Context: an optimization exercise on an open-source flow, tuned for small area. The choices shown serve that exercise and are no tape-out recipe. The RTL was checked by simulation tests, not by an equivalence proof against the original design. Power figures rest on the tool's default switching activity, not on a simulated workload.

==> module yuv420_fb_reader, before the edit <==
module yuv420_fb_reader #(
    parameter int unsigned WIDTH  = 640,
    parameter int unsigned HEIGHT = 480,
    parameter int unsigned Y_AW   = 16,
    parameter int unsigned C_AW   = 13
) (
    input  logic                MIPI_PIXEL_CLK,
    input  logic                RESET_N,
    input  logic                frame_start,
    output logic                busy,
    output logic                frame_done,
    output logic [Y_AW-1:0]     y_rdaddress,
    input  logic [yuv_fb_pkg::Y_WORD_W-1:0] y_q,
    output logic [C_AW-1:0]     u_rdaddress,
    input  logic [yuv_fb_pkg::C_WORD_W-1:0] u_q,
    output logic [C_AW-1:0]     v_rdaddress,
    input  logic [yuv_fb_pkg::C_WORD_W-1:0] v_q,
    output logic                pix_valid,
    input  logic                pix_ready,
    output logic [7:0]          pix_y,
    output logic [7:0]          pix_u,
    output logic [7:0]          pix_v,
    output logic                pix_sof,
    output logic                pix_eol
);
    localparam int unsigned YS = yuv_fb_pkg::Y_SAMPLES_PER_WORD;    
    localparam int unsigned CS = yuv_fb_pkg::C_SAMPLES_PER_WORD;    
    localparam int unsigned LW = $clog2(WIDTH / YS);                
    yuv_fb_pkg::fb_state_e state_q, state_d;
    logic [Y_AW-1:0] ya, y_next;    
    logic [2:0]      yo;            
    logic [C_AW-1:0] ca, c_next;    
    logic [4:0]      co;            
    logic            sof_q;         
    logic idle, load, load2, stream, xfer, y_wrap, eol, last_row;
    logic odd_row, c_step, c_wrap, y_inc, c_ge14, c_bor;
    logic c_dn, c0, c1, c4, c_t1, c_g;
    logic [2:0]    yo_inc;          
    logic [4:0]    co_inc, co_add4;  
    logic [YS-1:0] y_hot;
    logic [CS-1:0] c_hot;
    assign idle     = (state_q == yuv_fb_pkg::IDLE);
    assign load     = (state_q == yuv_fb_pkg::LOAD);
    assign load2    = (state_q == yuv_fb_pkg::LOAD2);
    assign stream   = state_q[2];
    assign xfer     = stream && pix_ready;
    assign y_wrap   = yo[2];                                    
    assign eol      = y_wrap && (&ya[LW-1:0]);                  
    assign last_row = ya[LW+8] & ya[LW+7] & ya[LW+6] & ya[LW+4] & ya[LW+3]
                    & ya[LW+2] & ya[LW+1] & ya[LW];
    assign odd_row  = ya[LW];
    assign c_step   = xfer && (ya[0] ^ yo[0]);
    assign c_wrap   = co[4] & co[0];                            
    assign c_ge14   = co[4] | (co[3] & co[2] & co[1]);          
    assign y_inc    = xfer && y_wrap;
    yuv_inc #(.W(Y_AW)) u_y_inc (.a(ya), .dn(1'b0), .c(y_inc), .clr(idle), .y(y_next));
    assign c_bor    = co[4] | co[3] | co[2];
    assign c_dn     = odd_row && (load || load2);
    assign c4       = load && odd_row;
    assign c1       = load2 && odd_row && c_bor;
    assign c0       = c_step && c_wrap || load2 && odd_row && !c_bor;
    assign c_t1     = c0 && (ca[0] ^ c_dn) || c1;
    assign c_g      = c_t1 && (ca[1] ^ c_dn) && (ca[2] ^ c_dn) && (ca[3] ^ c_dn) || c4;
    assign c_next[0] = ca[0] ^ (c0 || idle && ca[0]);
    assign c_next[1] = ca[1] ^ (c_t1 || idle && ca[1]);
    assign c_next[2] = ca[2] ^ (c_t1 && (ca[1] ^ c_dn) || idle && ca[2]);
    assign c_next[3] = ca[3] ^ (c_t1 && (ca[1] ^ c_dn) && (ca[2] ^ c_dn) || idle && ca[3]);
    yuv_inc #(.W(C_AW-4), .UD(1'b1)) u_c_inc (.a(ca[C_AW-1:4]), .dn(c_dn), .c(c_g), .clr(idle), .y(c_next[C_AW-1:4]));
    always_comb begin
        state_d = state_q;
        case (state_q)
            yuv_fb_pkg::IDLE:    if (frame_start) state_d = yuv_fb_pkg::LOAD;
            yuv_fb_pkg::LOAD:    state_d = yuv_fb_pkg::LOAD2;
            yuv_fb_pkg::LOAD2:   state_d = yuv_fb_pkg::STREAM;
            yuv_fb_pkg::STREAM:  if (xfer && eol) state_d = last_row ? yuv_fb_pkg::DONE : yuv_fb_pkg::LOAD;
            yuv_fb_pkg::DONE:    state_d = yuv_fb_pkg::IDLE;
            default: state_d = yuv_fb_pkg::IDLE;
        endcase
    end
    always_ff @(posedge MIPI_PIXEL_CLK) begin
        if (!RESET_N)
            state_q <= yuv_fb_pkg::IDLE;
        else
            state_q <= state_d;
        ya <= y_next;      
        ca <= c_next;      
        if (idle) begin
            yo    <= '0;
            co    <= '0;
            sof_q <= 1'b1;
        end else begin
            if (xfer) begin
                yo    <= yo_inc;
                sof_q <= 1'b0;
            end
            if (c4)
                co <= co_add4;
            else if (c_step)
                co <= co_inc;
        end
    end
    assign yo_inc[0]  = ~yo[0] & ~yo[2];
    assign yo_inc[1]  = yo[1] ^ yo[0];
    assign yo_inc[2]  = yo[1] & yo[0];
    assign co_inc[0]  = ~co[0];
    assign co_inc[1]  = (co[1] ^ co[0]) & ~co[4];
    assign co_inc[2]  = co[2] ^ (co[1] & co[0]);
    assign co_inc[3]  = co[3] ^ (co[2] & co[1] & co[0]);
    assign co_inc[4]  = (co[3] & co[2] & co[1] & co[0]) | (co[4] & ~co[0]);
    assign co_add4[0] = co[0];
    assign co_add4[1] = co[1] ^ c_ge14;
    assign co_add4[2] = ~co[2] & ~c_ge14;
    assign co_add4[3] = (co[3] ^ co[2]) & ~c_ge14;
    assign co_add4[4] = co[3] & co[2] & ~c_ge14;
    assign y_hot[0] = ~(yo[2] | yo[1] | yo[0]);
    assign y_hot[1] = ~yo[1] &  yo[0];
    assign y_hot[2] =  yo[1] & ~yo[0];
    assign y_hot[3] =  yo[1] &  yo[0];
    assign y_hot[4] =  yo[2];
    always_comb begin
        for (int unsigned k = 0; k < 16; k++)
            c_hot[k] = (co[3:0] == 4'(k)) && (k >= 2 || !co[4]);
        c_hot[16] = co[4] & ~co[0];
        c_hot[17] = co[4] &  co[0];
    end
    logic [7:0] y_s, u_s, v_s;
    packed_lane_unpacker #(.SAMPLES(YS)) u_y_sel (.q(y_q), .hot(y_hot), .sample(y_s));
    packed_lane_unpacker #(.SAMPLES(CS)) u_u_sel (.q(u_q), .hot(c_hot), .sample(u_s));
    packed_lane_unpacker #(.SAMPLES(CS)) u_v_sel (.q(v_q), .hot(c_hot), .sample(v_s));
    assign pix_y       = y_s;
    assign pix_u       = u_s;
    assign pix_v       = v_s;
    assign y_rdaddress = y_next;
    assign u_rdaddress = c_next;
    assign v_rdaddress = c_next;
    assign busy        = |state_q;
    assign frame_done  = (state_q == yuv_fb_pkg::DONE);
    assign pix_valid   = stream;
    assign pix_sof     = sof_q;
    assign pix_eol     = eol;
endmodule
export LEC_CHECK = 0
export CAP_MARGIN = 10
export CORE_AREA = 2.5 2.5 147.5 67.5
export DIE_AREA = 0 0 150 70
export PLACE_DENSITY = 0.75
export SLEW_MARGIN = 10
create_clock -name core_clock -period 5.0 [get_ports {MIPI_PIXEL_CLK}]
standard.sh (not shown) runs the stock make flow with config.mk's settings and CLKGATE_MAP_FILE= SYNTH_SCRIPT=/design/flow/synth_recipe.tcl, a recipe that flattens the netlist after the stock synthesis.
==> flow/flow/run.sh <==
#!/bin/bash
# ORFS layout with these changes:
#  - synthesis maps logic with an area-oriented ABC script (flow/abc_area.script)
#    in place of ORFS's speed script; everything else in synthesis, including
#    the standard flow's synthesis wrapper (flatten, renames) and the flip-flop mapping,
#    is unchanged;
#  - port buffering uses the smallest buffer cell (buf_1);
#  - clock tree synthesis uses small clock buffers and no dummy load cells;
#  - timing-driven global placement does not keep its trial buffering.
# Each step's full output is in orfs/logs/; the make output is in synth.log and
# layout.log here.
set -euo pipefail
rm -rf scripts_area
cp -r "$FLOW_HOME/scripts" scripts_area
cp flow/abc_area.script scripts_area/abc_speed.script
bash standard.sh "SCRIPTS_DIR=$PWD/scripts_area" synth > synth.log 2>&1
bash standard.sh \
  "BUFFER_PORTS_ARGS=-buffer_cell sky130_fd_sc_hd__buf_1" \
  "GPL_KEEP_OVERFLOW=0" \
  "CTS_ARGS=-sink_clustering_enable -repair_clock_nets -dont_use_dummy_load -buf_list {sky130_fd_sc_hd__clkbuf_4 sky130_fd_sc_hd__clkbuf_8}" \
  finish > layout.log 2>&1
==> flow/flow/abc_area.script <==
strash
&get -n
&st
&dch
&nf -R 1000
&put
strash
&get -n
&st
&dch
&nf -R 1000
&put
Edit:
--- a/flow/design.v
+++ b/flow/design.v
@@ -214,21 +214,17 @@
         for (int unsigned k = 0; k < 16; k++)
             c_hot[k] = (co[3:0] == 4'(k)) && (k >= 2 || !co[4]);
         c_hot[16] = co[4] & ~co[0];
         c_hot[17] = co[4] &  co[0];
     end
-    logic [7:0] y_s, u_s, v_s;
-    packed_lane_unpacker #(.SAMPLES(YS)) u_y_sel (.q(y_q), .hot(y_hot), .sample(y_s));
-    packed_lane_unpacker #(.SAMPLES(CS)) u_u_sel (.q(u_q), .hot(c_hot), .sample(u_s));
-    packed_lane_unpacker #(.SAMPLES(CS)) u_v_sel (.q(v_q), .hot(c_hot), .sample(v_s));
-    assign pix_y       = y_s;
-    assign pix_u       = u_s;
-    assign pix_v       = v_s;
-    assign y_rdaddress = y_next;
-    assign u_rdaddress = c_next;
-    assign v_rdaddress = c_next;
+    packed_lane_unpacker #(.SAMPLES(YS)) u_y_sel (.q(y_q), .hot(y_hot), .sample(pix_y));
+    packed_lane_unpacker #(.SAMPLES(CS)) u_u_sel (.q(u_q), .hot(c_hot), .sample(pix_u));
+    packed_lane_unpacker #(.SAMPLES(CS)) u_v_sel (.q(v_q), .hot(c_hot), .sample(pix_v));
     assign busy        = |state_q;
     assign frame_done  = (state_q == yuv_fb_pkg::DONE);
     assign pix_valid   = stream;
     assign pix_sof     = sof_q;
     assign pix_eol     = eol;
-endmodule
+    assign y_rdaddress = y_next;
+    assign u_rdaddress = c_next;
+    assign v_rdaddress = c_next;
+endmodule
=> Via count does not change; cell count does not change; count of clock-buffer cells in the layout stays the same; synthesized cell count is unchanged; synthesized area does not change; clock power stays flat; die area is unchanged.

[afterwards: timing with drivers on the ports]
In the flow no input, the clock included, has a driving cell. The finished layouts below were timed again as built, in two steps.
Step 1 assumes that a clkbuf_16 drives the clock port and a buf_2 every other input.
Step 2 moves the port delays by t, midway between the first and last clock arrival at a register: inputs arrive t later, outputs are due t later. That takes back most of the time a late clock gives input paths.
Three values: no drivers, after step 1, after step 2; two values: the first two.
run	t, ns	setup slack, ns	worst setup path after step 2	worst register clock-pin slew, ns	worst data-port slew with drivers (ns)
the first run	0.315	0.359 / 0.324 / 0.324	input to output	0.09 / 0.09	0.16
the second run	0.315	0.359 / 0.324 / 0.324	input to output	0.09 / 0.09	0.16
After both steps setup and hold are still met in every run listed.
